Background: an optimization exercise with open tools, aiming at small area, a short achievable clock period and few clock cycles. Do not read the settings as production practice. No run shown here included a check of the RTL's function; only the layout flow was run. No activity file was given, so power comes from the tool's default toggle rates.

$ cat design/flow/design.v
`timescale 1ns/1ns
`default_nettype none
package cache_pkg;
	typedef logic [32-1:0]  word_t;
	typedef logic [30-1:0] paddr_t;    
	typedef logic [28-1:0] laddr_t;    
	typedef logic [128-1:0]  line_t;     
	typedef logic [26-1:0]    tag_t;
	typedef logic [2-1:0]  index_t;
	typedef logic [2-1:0] offset_t;
	typedef logic way_t;
	typedef enum logic [1:0] {
		ST_READY     = 2'd0,    
		ST_WRITEBACK = 2'd1,    
		ST_REFILL    = 2'd2     
	} cache_state_e;
endpackage
`default_nettype wire
`timescale 1ns/1ns
`default_nettype none
module cache_top (
	input  wire         clk,
	input  wire         rst_n,
	input  wire         i_proc_read,
	input  wire         i_proc_write,
	input  wire [30-1:0] i_proc_addr,
	input  wire [32-1:0]  i_proc_wdata,
	output logic [32-1:0]       o_proc_rdata,
	output logic        o_proc_stall,
	output logic        o_mem_read,
	output logic        o_mem_write,
	output logic [28-1:0]      o_mem_addr,
	output logic [128-1:0]       o_mem_wdata,
	input  wire [128-1:0]  i_mem_rdata,
	input  wire         i_mem_ready
);
	logic        valid;
	logic        dirty;    
	logic [28-1:0] tag;    
	logic [128-1:0]  line;
	logic        done;     
	logic        pend;     
	logic        rd;       
	logic        wb;       
	logic [32-1:0] rdata;
	logic        stall_q;
	logic        rd_q;
	logic        wb_q;
	logic        done_nxt;
	logic        rd_nxt;
	logic        wb_nxt;
	logic [28-1:0] laddr;
	logic [2-1:0] off;
	logic        req;
	logic        fresh;
	logic        hit;
	logic        rd_ready;
	logic        dirty_eff;
	logic        dirty_nxt;
	logic        port_free;
	logic        load_tag;
	logic        start_rd;
	logic        start_wb;
	logic [4-1:0] wen;
	logic [4-1:0] wsel;    
	logic [128-1:0]  line_nxt;
	logic [32-1:0] nxt_word;
	assign laddr = i_proc_addr[30-1:2];
	assign off   = i_proc_addr[2-1:0];
	assign req   = i_proc_read | i_proc_write;
	assign fresh = ~done & ~pend;
	assign hit   = valid & (tag == laddr);
	assign rd_ready = rd & i_mem_ready;
	assign dirty_eff = dirty & ~(wb & i_mem_ready);
	assign dirty_nxt = dirty_eff | (i_proc_write & (done | rd_ready | (fresh & hit)));
	assign port_free = ~((wb | rd) & ~i_mem_ready);
	assign load_tag  = ((fresh & req) | (pend & ~rd)) & port_free & ~dirty_eff;
	assign start_rd  = load_tag & ~(fresh & hit);
	assign start_wb  = port_free & dirty_nxt;
	assign done_nxt  = (fresh & req & hit) | rd_ready;
	assign rd_nxt    = (rd & ~i_mem_ready) | start_rd;
	assign wb_nxt    = (wb & ~i_mem_ready) | start_wb;
	always_comb begin
		nxt_word  = '0;
		for (int k = 0; k < 4; k++) begin
			wen[k] = done & wsel[k];
			if (off == k) begin
				nxt_word  = line_nxt[k*32 +: 32];
			end
		end
	end
	assign o_proc_stall = stall_q;
	assign o_proc_rdata = rdata;
	assign o_mem_read   = rd_q;
	assign o_mem_write  = wb_q;
	assign o_mem_addr   = tag;
	assign o_mem_wdata  = line;
	always_ff @(posedge clk or negedge rst_n) begin
		if (!rst_n) begin
			valid <= 1'b0;
			dirty <= 1'b0;
			done  <= 1'b0;
			pend  <= 1'b0;
			rd    <= 1'b0;
			wb    <= 1'b0;
		end else begin
			dirty <= dirty_nxt;
			done  <= done_nxt;
			pend  <= ((fresh & req & ~hit) | pend) & ~rd_ready;
			rd    <= rd_nxt;
			wb    <= wb_nxt;
			if (rd_ready)
				valid <= 1'b1;
		end
	end
	always_comb begin
		for (int k = 0; k < 4; k++)
			line_nxt[k*32 +: 32] =
				({32{rd}} & i_mem_rdata[k*32 +: 32]) |
				({32{wen[k]}} & i_proc_wdata) |
				({32{~rd & ~wen[k]}} & line[k*32 +: 32]);
	end
	always_ff @(posedge clk) begin
		if (load_tag)
			tag <= laddr;
		stall_q <= ~done_nxt;
		rd_q    <= rd_nxt;
		wb_q    <= wb_nxt;
		for (int k = 0; k < 4; k++)
			wsel[k] <= i_proc_write & (off == k);
		line <= line_nxt;
		rdata <= '1;
		if (i_proc_read & ~done)
			rdata <= nxt_word;    
	end
endmodule
`default_nettype wire
$ cat design/flow/flow/run.sh
#!/bin/bash
# The standard layout, with:
#  - the port buffers made of the smallest buffer cell,
#  - timing repair aiming for extra setup slack,
#  - the slow many-input OR/NOR cells (or4*, nor4*, nor3*) added to the platform's
#    don't-use list (flow/dont_use.txt holds the platform's list and these), so that
#    the tag compare maps to faster gates,
#  - clock tree synthesis without dummy loads and free to use smaller clock buffers.
set -euo pipefail
here=$(cd "$(dirname "$0")" && pwd)
export BUFFER_PORTS_ARGS="-buffer_cell sky130_fd_sc_hd__buf_1"
export SETUP_SLACK_MARGIN=5.4
export CTS_ARGS="-sink_clustering_enable -repair_clock_nets -dont_use_dummy_load -buf_list {sky130_fd_sc_hd__clkbuf_4 sky130_fd_sc_hd__clkbuf_8 sky130_fd_sc_hd__clkbuf_16}"
bash standard.sh "DONT_USE_CELLS=$(cat "$here/dont_use.txt")" finish > standard_flow.log 2>&1
$ cat design/flow/flow/dont_use.txt
sky130_fd_sc_hd__probe_p_8 sky130_fd_sc_hd__probec_p_8 sky130_fd_sc_hd__lpflow_bleeder_1 sky130_fd_sc_hd__lpflow_clkbufkapwr_1 sky130_fd_sc_hd__lpflow_clkbufkapwr_16 sky130_fd_sc_hd__lpflow_clkbufkapwr_2 sky130_fd_sc_hd__lpflow_clkbufkapwr_4 sky130_fd_sc_hd__lpflow_clkbufkapwr_8 sky130_fd_sc_hd__lpflow_clkinvkapwr_1 sky130_fd_sc_hd__lpflow_clkinvkapwr_16 sky130_fd_sc_hd__lpflow_clkinvkapwr_2 sky130_fd_sc_hd__lpflow_clkinvkapwr_4 sky130_fd_sc_hd__lpflow_clkinvkapwr_8 sky130_fd_sc_hd__lpflow_decapkapwr_12 sky130_fd_sc_hd__lpflow_decapkapwr_3 sky130_fd_sc_hd__lpflow_decapkapwr_4 sky130_fd_sc_hd__lpflow_decapkapwr_6 sky130_fd_sc_hd__lpflow_decapkapwr_8 sky130_fd_sc_hd__lpflow_inputiso0n_1 sky130_fd_sc_hd__lpflow_inputiso0p_1 sky130_fd_sc_hd__lpflow_inputiso1n_1 sky130_fd_sc_hd__lpflow_inputiso1p_1 sky130_fd_sc_hd__lpflow_inputisolatch_1 sky130_fd_sc_hd__lpflow_isobufsrc_1 sky130_fd_sc_hd__lpflow_isobufsrc_16 sky130_fd_sc_hd__lpflow_isobufsrc_2 sky130_fd_sc_hd__lpflow_isobufsrc_4 sky130_fd_sc_hd__lpflow_isobufsrc_8 sky130_fd_sc_hd__lpflow_isobufsrckapwr_16 sky130_fd_sc_hd__lpflow_lsbuf_lh_hl_isowell_tap_1 sky130_fd_sc_hd__lpflow_lsbuf_lh_hl_isowell_tap_2 sky130_fd_sc_hd__lpflow_lsbuf_lh_hl_isowell_tap_4 sky130_fd_sc_hd__lpflow_lsbuf_lh_isowell_4 sky130_fd_sc_hd__lpflow_lsbuf_lh_isowell_tap_1 sky130_fd_sc_hd__lpflow_lsbuf_lh_isowell_tap_2 sky130_fd_sc_hd__lpflow_lsbuf_lh_isowell_tap_4 sky130_fd_sc_hd__or4_1 sky130_fd_sc_hd__or4_2 sky130_fd_sc_hd__or4_4 sky130_fd_sc_hd__or4b_1 sky130_fd_sc_hd__or4b_2 sky130_fd_sc_hd__or4b_4 sky130_fd_sc_hd__or4bb_1 sky130_fd_sc_hd__or4bb_2 sky130_fd_sc_hd__or4bb_4 sky130_fd_sc_hd__nor4_1 sky130_fd_sc_hd__nor4_2 sky130_fd_sc_hd__nor4_4 sky130_fd_sc_hd__nor4b_1 sky130_fd_sc_hd__nor4b_2 sky130_fd_sc_hd__nor4b_4 sky130_fd_sc_hd__nor4bb_1 sky130_fd_sc_hd__nor4bb_2 sky130_fd_sc_hd__nor4bb_4 sky130_fd_sc_hd__nor3_1 sky130_fd_sc_hd__nor3_2 sky130_fd_sc_hd__nor3_4 sky130_fd_sc_hd__nor3b_1 sky130_fd_sc_hd__nor3b_2 sky130_fd_sc_hd__nor3b_4
$ cat design/flow/standard.sh
#!/bin/bash
# synth_recipe.tcl (not shown) runs the flow's synth.tcl, then flattens the netlist and writes it again
# the make line also repeats each setting of config.mk as NAME=value (left out here)
make -C /OpenROAD-flow-scripts/flow DESIGN_CONFIG=/design/flow/config.mk WORK_HOME=/design/flow/orfs CLKGATE_MAP_FILE= SYNTH_SCRIPT=/design/flow/synth_recipe.tcl "${@:-finish}"
$ cat design/flow/config.mk
export PLATFORM = sky130hd
export DESIGN_NAME = cache_top
export DESIGN_NICKNAME = cache_top
export VERILOG_FILES = /design/flow/design.v
export SDC_FILE = /design/flow/constraint.sdc
export NUM_CORES = 4
export LEC_CHECK = 0
export ABC_CLOCK_PERIOD_IN_PS = 2500
export CAP_MARGIN = 20
export CORE_MARGIN = 2
export CORE_UTILIZATION = 40
export SLEW_MARGIN = 20
$ cat design/flow/constraint.sdc
create_clock -name core_clock -period 8.0 [get_ports {clk}]
set_input_delay 1.6000 -clock core_clock [delete_from_list [all_inputs] [get_ports {clk}]]
set_output_delay 1.6000 -clock core_clock [all_outputs]
set_load 0.01 [all_outputs]
==> results of run 1 <==
registers in the layout, summed over array words and instances, names as in the netlist:
signal	count
wsel	4
wb_q	1
stall_q	1
line	128
rd	1
rd_q	1
rdata	32
done	1
valid	1
pend	1
dirty	1
tag	28
wb	1
synth_stat cells:
library cell,n
dfxtp_1,167
inv_1,131
a22oi_1,129
a21boi_1,83
a21boi_0,45
buf_2,39
nand2_1,38
mux4_2,32
edfxtp_1,28
xnor2_1,28
clkbuf_1,9
o21ai_0,7
buf_4,6
dfrtp_1,6
nor2_1,6
and2_1,4
and4_1,4
nand4_1,4
nor2_2,4
a21oi_1,3
nand2b_1,3
nor2b_1,3
o21a_1,3
and3_1,2
nand3_1,2
a211oi_1,1
a221o_1,1
a31oi_1,1
and4b_1,1
buf_1,1
clkbuf_4,1
o22ai_1,1
stage by stage:
step / cell area, µm² / setup slack (ns)
after floorplan: 8520 / 5.12
after global placement: 10000 / 4.68
after detailed placement: 10100 / 4.63
after CTS: 11100 / 5.33
after global routing: 11500 / 5.34
final: 11500 / 5.36
cells by family (layout without fill, tap and decap cells):
| logic type | count (synthesis) | after routing | share of synthesized area, % |
|---|---|---|---|
| muxes | 32 | 32 | 8.52 |
| xor gates and xnor gates | 28 | 28 | 2.90 |
| AOI/OAI and AO/OA | 274 | 275 | 24.0 |
| and+or+nand+nor | 71 | 75 | 4.08 |
| DFF | 201 | 201 | 51.3 |
| buffers and inverters | 187 | 598 | 9.19 |
how the worst max path moves through the flow:
stage / startpoint / end / slack [ns]
2_1_floorplan: i_proc_write / tag[0] / 5.12
3_3_place_gp: i_proc_write / tag[15] / 4.68
3_5_place_dp: i_proc_write / tag[25] / 4.63
4_1_cts: tag[2] / o_mem_addr[2] / 5.33
5_1_grt: tag[9] / o_mem_addr[9] / 5.34
6_report: tag[5] / o_mem_addr[5] / 5.36
layer usage:
metal	wire (µm)	global-route usage (%)
met1	11300	29.9
met2	14900	45.1
met3	2190	4.65
met4	874	8.52
met5	0	0
power breakdown:
| group | internal (µW) | total [µW] | switching (µW) |
|---|---|---|---|
| logic | 1040 | 2260 | 1220 |
| clock network | 481 | 847 | 365 |
| registers | 1540 | 1810 | 279 |
what timing repair did:
| item | 4_1_cts | 5_1_grt |
|---|---|---|
| setup endpoints to repair | 188 | 165 |
| pin swaps | 5 | 4 |
| cloned | 5 | 0 |
| setup buffers | 34 | 21 |
| resized for setup | 110 | 119 |
layout make-up:
class                      instances  area [µm²]  area share [%]
tap                              275         344            2.98
inverter                         131         492            4.26
clock buffer                      22         551            4.77
multi-input combinational        410        3460            30.0
sequential                       201        4380            38.0
timing repair buffer             445        2310            20.0
==> flow_metrics.py, run 1 <==
metrics = {
    "clocking": {
        "clock_latency_ns": 0.49,
        "cts_tree": "yes",
        "cts.reportedPaths.clkPinSlew_ns": 0.05,
        "root_buffer": "clkbuf_16",
        "cts-buffers-inserted": 22,
        "hold_buffers": 0,
        "clockBufferDepth": 3,
        "h-tree-depth": 1,
        "cts_sinks": 201,
    },
    "power_and_ir_drop": {
        "powerDensity_nw_per_um2": 427,
        "power_uw": 4920,
        "p_leak_uw": 0.00519,
        "ir_worst_vdd_uv": 196,
    },
    "worst_setup_path": {
        "path_max_fanout": 2,
        "path_buf_inv": 1,
        "r2r_slack_ns": 5.50,
        "critPathRequiredTime_ns": 6.40,
        "reg2regPathDepth": 6,
        "critPathCaptureType": "output port",
        "arrival_ns": 1.04,
        "cp_cell_sequence": "clkbuf_2",
        "path_delay_family": "flip-flops",
        "r2r_end": "rdata[0]",
        "cpPeakStageDelay_ns": 0.41,
        "worstSetupPathDepth": 1,
        "timing.rr.start": "rd",
        "critPathKind": "register to output port",
        "start_kind": "register",
        "cpMaxStageDelayCell": "edfxtp_1",
    },
    "cells_and_area": {
        "nFillCells": 1979,
        "final_cell_mix": "222 x buf_1, 133 x dfxtp_1, 131 x inv_1",
        "finalNetCount": 1406,
        "utilization_pct": 55.2,
        "fin_cells": 1484,
        "syn_to_final_growth_pct": 36.4,
        "mostFrequentLayoutCell": "buf_1",
        "layout-drive-gt1-share_pct": 27.2,
        "diodes": 0,
    },
    "grt": {
        "grt-ovfl-total": 0,
        "grt_use_total_pct": 25.0,
        "grt_max_degree": 61,
        "grt_first_pass_wirelength_um": 42300,
        "grt_antenna_before_repair": 0,
        "grt_pass1_vias": 7524,
    },
    "route": {
        "drt_first_pass_iters": 5,
        "drt-total-wl_um": 29300,
        "wire_per_inst_um": 19.7,
        "drtIter0Drc": 289,
        "drc_errors": 0,
        "num_vias": 7745,
        "ant_nets": 0,
        "viasPerCell": 5.22,
    },
    "sta": {
        "max_slew_margin_pct": 27.4,
        "fin_crit_sh_pct": 33.0,
        "slew_viol_final": 0,
        "finalSetupViolations": 0,
        "max_freq_mhz": 379,
        "worstMarginPinSlew_ns": 1.09,
        "rsz0062_at_grt": "true",
        "tns_ns": 0,
        "hold_viol_final": 0,
        "fin_crit_ns": 2.64,
        "holdWs_ns": 0.460,
        "fin_skew_ns": 0.0188,
    },
    "synthesis": {
        "synth_top_area_cell": "dfxtp_1",
        "yosysWarnings": 1,
        "ys_seq_area_share_pct": 51.3,
        "ys_ff_latch": 201,
        "synth_top_cell_area_share_pct": 39.5,
        "netlist_instances": 793,
        "synthesis.area_um2": 8450,
        "synth.distinct_cells": 32,
        "synth.area.top_cells": "dfxtp_1 40%, a22oi_1 11%, edfxtp_1 9.9%",
        "syn_area_per_cell_um2": 10.7,
        "syn-num-nets": 988,
    },
    "placed_design": {
        "gp_congestion": 0.859,
        "dpl.cell_count": 1402,
        "portBuffers": 385,
        "dp_hpwl_um": 18300,
    },
    "worst_hold_path": {
        "hold-path-endpoint": "line[30]",
        "hold_class": "register to register",
        "hold_start": "line[30]",
        "hold_depth": 2,
    },
    "outcome": {
        "outcome": "complete, no violations",
    },
    "job": {
        "max-cap-violations": 0,
    },
    "floorplanning": {
        "die_area_um2": 22300,
        "initial_core_util_pct": 40.5,
        "die_h_um": 149,
        "fp.coreArea_um2": 20900,
        "io_pins": 386,
        "core.rowCount": 53,
        "die_w_um": 149,
    },
}
==> run 2, diff against run 1 <==
--- a/design/flow/flow/run.sh
+++ b/design/flow/flow/run.sh
@@ -11,3 +11,3 @@
 export BUFFER_PORTS_ARGS="-buffer_cell sky130_fd_sc_hd__buf_1"
-export SETUP_SLACK_MARGIN=5.4
+export SETUP_SLACK_MARGIN=5.3
 export CTS_ARGS="-sink_clustering_enable -repair_clock_nets -dont_use_dummy_load -buf_list {sky130_fd_sc_hd__clkbuf_4 sky130_fd_sc_hd__clkbuf_8 sky130_fd_sc_hd__clkbuf_16}"
==> run 2 against run 1 <==
Still clean on timing, DRC and antenna. Clock-buffer cell count up 1. Synthesized cell count unchanged. Largest power group unchanged. Die area unchanged. Cell area down 6.9%. Sequential power about the same. Critical path depth unchanged. Clock skew down 0.0067 ns. Critical path type unchanged. Non-clock buffer count down 48. Core utilization down 3.8 points. Worst hold slack better by 0.0021 ns.
==> flow_metrics.py, run 2 <==
metrics = {
    "sta": {
        "fin_crit_sh_pct": 33.3,
        "rsz0062_at_grt": "true",
        "max_slew_margin_pct": 19.8,
        "tns_ns": 0,
        "finalSetupViolations": 0,
        "hold_viol_final": 0,
        "fin_skew_ns": 0.0121,
        "worstMarginPinSlew_ns": 1.20,
        "slew_viol_final": 0,
        "fin_crit_ns": 2.66,
        "max_freq_mhz": 376,
    },
    "route": {
        "num_vias": 7563,
        "drt-total-wl_um": 28200,
        "viasPerCell": 5.27,
        "drt_first_pass_iters": 5,
        "ant_nets": 0,
        "drc_errors": 0,
        "drtIter0Drc": 291,
        "wire_per_inst_um": 19.6,
    },
    "worst_setup_path": {
        "critPathKind": "register to output port",
        "critPathCaptureType": "output port",
        "cpPeakStageDelay_ns": 0.41,
        "path_buf_inv": 1,
        "critPathRequiredTime_ns": 6.40,
        "cpMaxStageDelayCell": "edfxtp_1",
        "path_max_fanout": 2,
        "arrival_ns": 1.06,
        "start_kind": "register",
        "path_delay_family": "flip-flops",
        "cp_cell_sequence": "buf_1",
    },
    "cells_and_area": {
        "nFillCells": 2004,
        "utilization_pct": 51.4,
        "diodes": 0,
        "multiInputGateArea_um2": 3430,
        "largest_register_ffs": 128,
        "reg_top3": "line (128), rdata (32), tag (28)",
        "regArea_um2": 4340,
        "mostFrequentLayoutCell": "buf_1",
        "layout-drive-gt1-share_pct": 7.59,
        "top_register": "line",
        "syn_to_final_growth_pct": 26.9,
        "final_cell_mix": "380 x buf_1, 167 x dfxtp_1, 131 x inv_1",
        "finalNetCount": 1357,
    },
    "synthesis": {
        "synth.area.top_cells": "dfxtp_1 40%, a22oi_1 11%, edfxtp_1 9.9%",
        "synth_edf_count": 28,
        "synth.most_common_cell": "dfxtp_1",
        "synth_top_family_by_area": "compound AO/OA/AOI/OAI gates",
        "synth_top_cell_area_share_pct": 39.5,
        "ys_ff_latch": 201,
        "synth_compound_area_share_pct": 24.0,
        "yosysWarnings": 1,
        "netlist_instances": 793,
        "synthesis.area_um2": 8450,
        "synthAdderAreaFrac_pct": 0,
        "synthMuxAreaShare_pct": 8.52,
        "syn_area_per_cell_um2": 10.7,
        "synth_ff_type": "dfxtp_1",
        "synth_xor_xnor_area_share_pct": 2.90,
        "synth.distinct_cells": 32,
        "synth-simple-area-share_pct": 4.08,
        "synthTopCellsByCount": "167 x dfxtp_1, 131 x inv_1, 129 x a22oi_1",
        "synth-async-reset-ratio_pct": 2.99,
        "ys_seq_area_share_pct": 51.3,
        "syn-num-nets": 988,
        "synth_top_area_cell": "dfxtp_1",
    },
    "grt": {
        "grt_use_total_pct": 23.8,
        "grt_antenna_before_repair": 0,
        "grt_max_degree": 61,
        "grt_pass1_vias": 7397,
        "grt-ovfl-total": 0,
        "grt_first_pass_wirelength_um": 40800,
    },
    "floorplanning": {
        "die_area_um2": 22300,
        "fp.coreArea_um2": 20900,
        "io_pins": 386,
        "initial_core_util_pct": 40.5,
        "core.rowCount": 53,
        "die_w_um": 149,
        "die_h_um": 149,
    },
    "power_and_ir_drop": {
        "ir_worst_vdd_uv": 231,
        "p_leak_uw": 0.00442,
        "powerDensity_nw_per_um2": 425,
        "power_uw": 4560,
    },
    "clocking": {
        "cts_tree": "yes",
        "cts-buffers-inserted": 23,
        "hold_buffers": 0,
        "cts_sinks": 201,
        "cts.reportedPaths.clkPinSlew_ns": 0.06,
        "root_buffer": "clkbuf_16",
        "clock_latency_ns": 0.50,
        "clockBufferDepth": 3,
        "h-tree-depth": 1,
    },
    "job": {
        "max-cap-violations": 0,
    },
    "placed_design": {
        "portBuffers": 385,
        "dp_hpwl_um": 18300,
        "gp_congestion": 0.783,
    },
    "outcome": {
        "outcome": "complete, no violations",
    },
    "worst_hold_path": {
        "hold_class": "register to register",
    },
}
==> run 2: cell count changes in the layout (fill, tap and decap cells not counted) <==
cell / before / now
buf_2: 82 / 2
nor2_4: 8 / 5
and2_4: 2 / 1
dfxtp_1: 133 / 167
dfxtp_2: 34 / 0
clkbuf_16: 22 / 23
buf_6: 13 / 0
clkbuf_2: 63 / 3
buf_4: 56 / 11
buf_12: 9 / 1
buf_1: 222 / 380
and2_2: 2 / 3
nor2_2: 0 / 1
==> run 2: final cells by class <==
cell class                      count  area share, %
Sequential cell                   201           40.4
Multi-Input combinational cell    408           31.9
Timing Repair Buffer              397           14.5
Clock buffer                       23           5.36
Inverter                          131           4.58
Tap cell                          275           3.21
==> run 2: final timing paths <==
check	start	end	slack [ns]	cells after the start
setup reg to reg	rd	rdata[9]	5.38	5
setup / recovery	tag[15]	o_mem_addr[15]	5.34	1
max in group asynchronous	rst_n	rd	6.74	1
hold reg to reg	line[45]	line[45]	0.46	2
hold / removal	line[45]	line[45]	0.46	2
min in group asynchronous	rst_n	wb	0.98	1
==> run 2: metrics by stage <==
step	std cells	hold slack [ns]	worst slack [ns]	cell area [µm²]
after floorplan	793	0.435	5.12	8500
after global placement	1403	0.444	4.69	10100
after detailed placement	1403	0.452	4.65	10100
after CTS	1429	0.465	5.31	10700
after global routing	1435	0.487	5.29	10700
final	1435	0.462	5.34	10700
==> run 2: cell families (layout without fill, tap and decap cells) <==
kind of cell	Yosys count	after routing
AO/OA/AOI/OAI	274	275
XOR/XNOR	28	28
buffers and inverters	187	551
flip-flops	201	201
multiplexers	32	32
AND/OR/NAND/NOR	71	73
==> run 2: what timing repair did <==
| action | CTS | global route |
|---|---|---|
| setup endpoints to repair | 62 | 16 |
| buffers inserted | 1 | 5 |
| pin swaps | 2 | 1 |
| resized for setup | 4 | 2 |
| cloned | 2 | 1 |
==> run 2: metal layers <==
layer / part of all wire, % / up-vias / GRT usage (%)
li1: - / 3550 / -
met5: 0 / - / 0
met1: 39 / 3589 / 28.1
met4: 3.0 / 0 / 8.48
met3: 8.4 / 70 / 5.75
met2: 50 / 354 / 42.1
==> run 2: power breakdown <==
part / internal, µW / total [µW] / switching [µW] / leakage, µW
combinational: 740 / 1900 / 1160 / 0.00240
clock: 502 / 873 / 371 / 0.000283
sequential: 1520 / 1790 / 275 / 0.00173
total: 2760 / 4560 / 1800 / 0.00442
==> run 3, diff against run 2 <==
==> design/flow/flow/run.sh (replaced) <==
#!/bin/bash
# The standard layout, with:
#  - the port buffers made of the smallest buffer cell,
#  - timing repair aiming for extra setup slack,
#  - the slow many-input OR/NOR cells (or4*, nor4*, nor3*) added to the platform's
#    don't-use list (flow/dont_use.txt holds the platform's list and these), so that
#    the tag compare maps to faster gates.
set -euo pipefail
here=$(cd "$(dirname "$0")" && pwd)
export BUFFER_PORTS_ARGS="-buffer_cell sky130_fd_sc_hd__buf_1"
export SETUP_SLACK_MARGIN=5.3
bash standard.sh "DONT_USE_CELLS=$(cat "$here/dont_use.txt")" finish > standard_flow.log 2>&1
==> run 3 against run 2 <==
Synthesized cell count is the same. Worst hold slack about the same. Final cell count grew 1.7%. First-iteration DRC count increased by 5.2%. Setup slack got worse by 0.012 ns. Register-to-register slack about the same. Critical path depth stayed put. Critical path type unchanged. Largest power group unchanged. Highest routed layer unchanged.
==> flow_metrics.py, run 3 <==
metrics = {
    "outcome": {
        "outcome": "complete, no violations",
    },
    "worst_setup_path": {
        "path_buf_inv": 1,
        "cpPeakStageDelay_ns": 0.42,
        "critPathCaptureType": "output port",
        "critPathRequiredTime_ns": 6.40,
        "critPathKind": "register to output port",
        "cpMaxStageDelayCell": "edfxtp_1",
        "path_delay_family": "flip-flops",
        "path_max_fanout": 2,
        "arrival_ns": 1.07,
        "timing.rr.start": "rd",
        "startpoint": "tag[15]",
        "start_kind": "register",
        "cp_cell_sequence": "buf_1",
    },
    "synthesis": {
        "synthTopCellsByCount": "167 x dfxtp_1, 131 x inv_1, 129 x a22oi_1",
        "ys_seq_area_share_pct": 51.3,
        "syn-num-nets": 988,
        "synthesis.area_um2": 8450,
        "synth.area.top_cells": "dfxtp_1 40%, a22oi_1 11%, edfxtp_1 9.9%",
        "synthMuxAreaShare_pct": 8.52,
        "synth_top_family_by_area": "compound AO/OA/AOI/OAI gates",
        "syn_area_per_cell_um2": 10.7,
        "yosysWarnings": 1,
        "synth.most_common_cell": "dfxtp_1",
        "synth-simple-area-share_pct": 4.08,
        "synth_ff_type": "dfxtp_1",
        "synth_compound_area_share_pct": 24.0,
        "synth_top_cell_area_share_pct": 39.5,
        "synthAdderAreaFrac_pct": 0,
        "ys_ff_latch": 201,
        "netlist_instances": 793,
        "synth_edf_count": 28,
        "synth-async-reset-ratio_pct": 2.99,
        "synth_top_area_cell": "dfxtp_1",
        "synth_xor_xnor_area_share_pct": 2.90,
        "synth.distinct_cells": 32,
    },
    "clocking": {
        "clock_latency_ns": 0.50,
        "cts.reportedPaths.clkPinSlew_ns": 0.06,
        "cts_sinks": 201,
        "cts-buffers-inserted": 23,
        "h-tree-depth": 1,
        "cts_tree": "yes",
        "root_buffer": "clkbuf_16",
        "clockBufferDepth": 3,
    },
    "floorplanning": {
        "die_h_um": 149,
        "die_area_um2": 22300,
        "core.rowCount": 53,
        "io_pins": 386,
        "fp.coreArea_um2": 20900,
        "die_w_um": 149,
        "initial_core_util_pct": 40.5,
    },
    "power_and_ir_drop": {
        "powerDensity_nw_per_um2": 433,
        "sequentialPowerShare_pct": 37.7,
        "swShare_pct": 38.9,
        "combPwrFrac_pct": 40.3,
        "ir_worst_vdd_uv": 259,
        "power_frac_clock_pct": 22.0,
        "p_int_uw": 2900,
        "switching_power_uw": 1850,
        "p_leak_uw": 0.00455,
    },
    "route": {
        "ant_nets": 0,
        "drt-total-wl_um": 28400,
        "drt_first_pass_iters": 5,
        "drtIter0Drc": 306,
        "drc_errors": 0,
        "num_vias": 7653,
        "viasPerCell": 5.25,
        "wire_per_inst_um": 19.5,
    },
    "sta": {
        "fin_crit_ns": 2.67,
        "tns_ns": 0,
        "finalSetupViolations": 0,
        "fin_skew_ns": 0.0146,
        "fin_crit_sh_pct": 33.4,
        "rsz0062_at_grt": "true",
        "max_slew_margin_pct": 20.1,
        "worstMarginPinSlew_ns": 1.20,
        "hold_viol_final": 0,
        "max_freq_mhz": 374,
        "slew_viol_final": 0,
    },
    "placed_design": {
        "portBuffers": 385,
        "gp_congestion": 0.783,
        "dp_hpwl_um": 18300,
        "dpl-instance-area_um2": 10100,
    },
    "cells_and_area": {
        "top_register": "line",
        "layout-drive-gt1-share_pct": 9.38,
        "largest_register_ffs": 128,
        "reg_top3": "line (128), rdata (32), tag (28)",
        "syn_to_final_growth_pct": 29.6,
        "final_area_um2": 11000,
        "final_cell_mix": "377 x buf_1, 167 x dfxtp_1, 131 x inv_1",
        "finalNetCount": 1363,
        "mostFrequentLayoutCell": "buf_1",
        "diodes": 0,
    },
    "grt": {
        "grt_antenna_before_repair": 0,
        "grt_max_degree": 61,
        "grt_first_pass_wirelength_um": 41000,
        "grt-ovfl-total": 0,
        "grt_use_total_pct": 24.0,
        "grt_pass1_vias": 7440,
    },
    "worst_hold_path": {
        "hold_class": "register to register",
        "hold_start": "line[7]",
    },
    "job": {
        "max-cap-violations": 0,
    },
}
==> run 3: changes by cell type in the layout (fill, tap and decap cells not counted), sizes merged <==
cell	delta
buf	+3
bufinv	+2
clkbuf	+10
clkinv	+8
inv	+1
==> run 3: final timing paths <==
path,cells after the start,end,slack (ns)
min,2,line[7],0.46
max,1,o_mem_addr[15],5.33
max in group asynchronous,1,rd,6.75
min reg2reg,2,line[7],0.46
min in group asynchronous,1,rd,0.97
max reg2reg,4,rdata[13],5.38
==> run 3: what timing repair did <==
action	4_1_cts	5_1_grt
gates resized for setup	4	6
pin swaps	2	1
buffers inserted	1	11
setup endpoints to repair	62	34
endpoints found under the hold margin	0	0
hold buffers	0	0
cloned	2	1
==> run 3: kinds of logic (layout without fill, tap and decap cells) <==
group	Yosys count	after routing
and+or+nand+nor	71	73
xor gates and xnor gates	28	28
muxes	32	32
buffers and inverters	187	575
AOI/OAI and AO/OA	274	275
DFF	201	201
==> run 3: power by group through the flow <==
stage                     Sequential, µW  Combinational (µW)  Clock (µW)
after floorplan                     1960                1000           0
after global placement              1820                1800           0
after detailed placement            1830                1820           0
after CTS                           1790                1890        1060
after global routing                1840                2110        1110
final                               1790                1910        1040
==> run 3: per-layer routing <==
| layer | routed length [µm] | vias to the layer above | track usage (%) |
|---|---|---|---|
| met5 | 0 | - | 0 |
| met4 | 732 | 0 | 8.24 |
| met3 | 2490 | 58 | 5.93 |
| met2 | 14100 | 376 | 42.7 |
| met1 | 11100 | 3639 | 28.0 |
| li1 | - | 3580 | - |
==> run 3: final cells by class <==
| class | instances | area [µm²] |
|---|---|---|
| fillers | 1983 | 9930 |
| clock inverters | 11 | 106 |
| repair buffers | 403 | 1610 |
| clock buffers | 30 | 643 |
| flip-flops and latches | 201 | 4340 |
| inverters | 131 | 492 |
| multi-input cells | 408 | 3430 |
| well taps | 275 | 344 |
==> run 3: per-stage QoR <==
step	hold WS (ns)	instances	utilization [%]	setup WS, ns	power (µW)
after CTS	0.465	1447	52.0	5.31	4750
after floorplan	0.435	793	-	5.12	2960
final	0.462	1459	52.5	5.33	4750
after global routing	0.487	1459	52.5	5.29	5060
after global placement	0.444	1403	48.2	4.69	3620
after detailed placement	0.452	1403	48.2	4.65	3650
==> run 4, diff against run 3 <==
--- a/design/flow/design.v
+++ b/design/flow/design.v
@@ -66,2 +66,3 @@
 	logic [128-1:0]  line_nxt;
+	logic [28-1:0] tag_nxt;
 	logic [32-1:0] nxt_word;
@@ -121,6 +122,6 @@
 				({32{~rd & ~wen[k]}} & line[k*32 +: 32]);
+		tag_nxt = ({28{load_tag}} & laddr) | ({28{~load_tag}} & tag);
 	end
 	always_ff @(posedge clk) begin
-		if (load_tag)
-			tag <= laddr;
+		tag  <= tag_nxt;
 		stall_q <= ~done_nxt;
==> run 4 against run 3 <==
Flip-flop and latch count is the same. Setup slack gained 0.0079 ns. Area after synthesis grew 1.5%. Final cell count shrank 0.55%. Clock-buffer cell count up 5. Power increased by 0.73%. Critical path depth unchanged. Fmax increased by 0.30%. Synthesized cell count shrank 0.88%. Wire length increased by 2.4%.
==> flow_metrics.py, run 4 <==
metrics = {
    "outcome": {
        "outcome": "complete, no violations",
    },
    "clocking": {
        "clockBufferDepth": 3,
        "cts.reportedPaths.clkPinSlew_ns": 0.06,
        "clock_latency_ns": 0.49,
        "h-tree-depth": 1,
        "root_buffer": "clkbuf_16",
        "cts-buffers-inserted": 23,
        "cts_sinks": 201,
        "hold_buffers": 0,
        "cts_tree": "yes",
    },
    "worst_setup_path": {
        "cp_cell_sequence": "buf_1",
        "path_delay_family": "flip-flops",
        "critPathCaptureType": "output port",
        "arrival_ns": 1.07,
        "critPathRequiredTime_ns": 6.40,
        "cpMaxStageDelayCell": "edfxtp_1",
        "cpPeakStageDelay_ns": 0.42,
        "path_max_fanout": 2,
        "start_kind": "register",
        "path_buf_inv": 1,
        "r2r_slack_ns": 5.40,
        "critPathKind": "register to output port",
    },
    "placed_design": {
        "dp_hpwl_um": 19000,
        "dpl.cell_count": 1395,
        "gp_congestion": 0.793,
        "portBuffers": 385,
    },
    "floorplanning": {
        "core.rowCount": 53,
        "die_h_um": 150,
        "fp.coreArea_um2": 21000,
        "io_pins": 386,
        "initial_core_util_pct": 40.8,
        "die_area_um2": 22600,
        "die_w_um": 150,
    },
    "sta": {
        "worstMarginPinSlew_ns": 1.12,
        "fin_crit_ns": 2.67,
        "hold_viol_final": 0,
        "max_freq_mhz": 375,
        "slew_viol_final": 0,
        "fin_crit_sh_pct": 33.3,
        "max_slew_margin_pct": 25.2,
        "tns_ns": 0,
        "holdWs_ns": 0.460,
        "fin_skew_ns": 0.00837,
        "rsz0062_at_grt": "true",
        "finalSetupViolations": 0,
    },
    "synthesis": {
        "ys_seq_area_share_pct": 50.5,
        "synth_edf_count": 28,
        "syn-num-nets": 981,
        "synth_top_area_cell": "dfxtp_1",
        "syn_area_per_cell_um2": 10.9,
        "synth.area.top_cells": "dfxtp_1 39%, a22oi_1 11%, edfxtp_1 9.8%",
        "synth.distinct_cells": 29,
        "synth.most_common_cell": "dfxtp_1",
        "synthesis.area_um2": 8580,
        "synthTopCellsByCount": "167 x dfxtp_1, 130 x inv_1, 129 x a22oi_1",
        "synth_top_cell_area_share_pct": 39.0,
        "yosysWarnings": 1,
        "netlist_instances": 786,
        "ys_ff_latch": 201,
        "synth_ff_type": "dfxtp_1",
        "synth-async-reset-ratio_pct": 2.99,
    },
    "route": {
        "wire_per_inst_um": 20.0,
        "drc_errors": 0,
        "num_vias": 7527,
        "drtIter0Drc": 331,
        "drt_first_pass_iters": 5,
        "ant_nets": 0,
        "viasPerCell": 5.19,
        "drt-total-wl_um": 29100,
    },
    "power_and_ir_drop": {
        "combPwrFrac_pct": 40.9,
        "swShare_pct": 39.4,
        "p_int_uw": 2900,
        "switching_power_uw": 1890,
        "sequentialPowerShare_pct": 38.2,
        "power_uw": 4780,
        "power_frac_clock_pct": 20.9,
        "powerDensity_nw_per_um2": 439,
        "p_leak_uw": 0.00451,
        "ir_worst_vdd_uv": 170,
    },
    "grt": {
        "grt_antenna_before_repair": 1,
        "grt_pass1_vias": 7397,
        "grt-ovfl-total": 0,
        "grt_first_pass_wirelength_um": 41600,
        "grt_use_total_pct": 24.3,
        "grt_max_degree": 76,
    },
    "cells_and_area": {
        "final_cell_mix": "378 x buf_1, 166 x dfxtp_1, 130 x inv_1",
        "syn_to_final_growth_pct": 27.1,
        "finalNetCount": 1354,
        "regArea_um2": 4340,
        "mostFrequentLayoutCell": "buf_1",
        "fin_cells": 1451,
        "multiInputGateArea_um2": 3420,
        "layout-drive-gt1-share_pct": 9.02,
        "nFillCells": 2058,
    },
    "worst_hold_path": {
        "hold_class": "register to register",
    },
    "job": {
        "max-cap-violations": 0,
    },
}
## run 4: cell count changes in the layout (fill, tap and decap cells not counted), moves of 3 or more
cell / change
a21boi_0: -20
a21boi_1: +20
and4_1: -4
buf_4: -8
clkbuf_8: +5
clkinv_2: -3
nand2b_1: +3
nand4_1: +3
nor2_1: +3
## run 4: repair_timing
| action | CTS | global route |
|---|---|---|
| gates cloned | 4 | 1 |
| gates resized for setup | 5 | 6 |
| endpoints found under the setup margin | 61 | 45 |
| buffers inserted | 0 | 9 |
| pin swaps | 4 | 1 |
## run 4: power by group through the flow
| stage | sequential (µW) | combinational (µW) | clock, µW |
|---|---|---|---|
| 2_1_floorplan | 1970 | 1060 | 0 |
| 3_3_place_gp | 1850 | 1820 | 0 |
| 3_5_place_dp | 1850 | 1840 | 0 |
| 4_1_cts | 1840 | 1890 | 1030 |
| 5_1_grt | 1870 | 2160 | 1070 |
| 6_report | 1830 | 1960 | 1000 |
## run 4: logic make-up (layout without fill, tap and decap cells)
logic type      after synthesis  count (layout)  synth area share [%]
compound gates              271             272                  23.5
xor+xnor                     28              28                  2.86
buf+inv                     184             568                  10.7
flops                       201             201                  50.5
mux                          32              32                  8.40
other cells                   0               1                     0
simple gates                 70              74                  4.05
## run 4: cell type report
cell class	instances	area share [%]
sequential	201	39.8
multi-input combinational	406	31.4
timing repair buffer	397	14.5
clock buffer	35	6.38
inverter	130	4.47
tap	275	3.15
clock inverter	6	0.298
antenna	1	0.0229
## run 4: per-layer routing
layer  GRT usage, %  vias to the layer above  routed length, µm
li1               -                     3547                  -
met1           29.7                     3591              11600
met2           42.8                      344              14300
met3           5.70                       45               2520
met4           6.79                        0                673
met5              0                        -                  0
## run 4: worst paths after layout
check	from	end	depth (start not counted)
hold / removal	line[73]	line[73]	2
setup / recovery	register	o_mem_addr[14]	1
max in group asynchronous	rst_n	rd	1
min in group asynchronous	rst_n	wb	1
setup reg to reg	done	rdata[5]	5
hold reg to reg	line[73]	line[73]	2
## run 4: stage by stage
step / instance area [µm²] / util, % / worst slack [ns]
final: 10900 / 51.9 / 5.33
after global routing: 10900 / 51.9 / 5.23
after floorplan: 8600 / - / 5.24
after global placement: 10000 / 47.6 / 4.78
after CTS: 10800 / 51.3 / 5.30
after detailed placement: 10000 / 47.6 / 4.75

==> port drivers added, routing unchanged <==
No port has a modelled driver above. Below, the same layouts with a new extraction and two added sets of constraints. Step 1 sets driving cells, clkbuf_16 on the clock port and buf_2 on the other inputs (assumed; they add their load-dependent delay and slew). Step 2, shift: input delay + t, output delay - t, t = (earliest + latest rising clock arrival at the registers) / 2. This alone moves slack from input paths to output paths. Three values: ideal, step 1, step 2; two values: the first two.
run	t, ns	setup WS [ns]	worst slew at a driven data input, ns
run 1	0.532	5.364 / 5.317 / 5.020	0.07
run 2	0.538	5.339 / 5.292 / 4.893	0.07
run 3	0.543	5.327 / 5.279 / 4.885	0.07
run 4	0.535	5.335 / 5.289 / 4.929	0.07
After both steps every run listed still meets setup and hold. For run 2, which loses most, drivers alone change the setup slack by -0.047 ns; drivers and shift together by -0.446 ns.
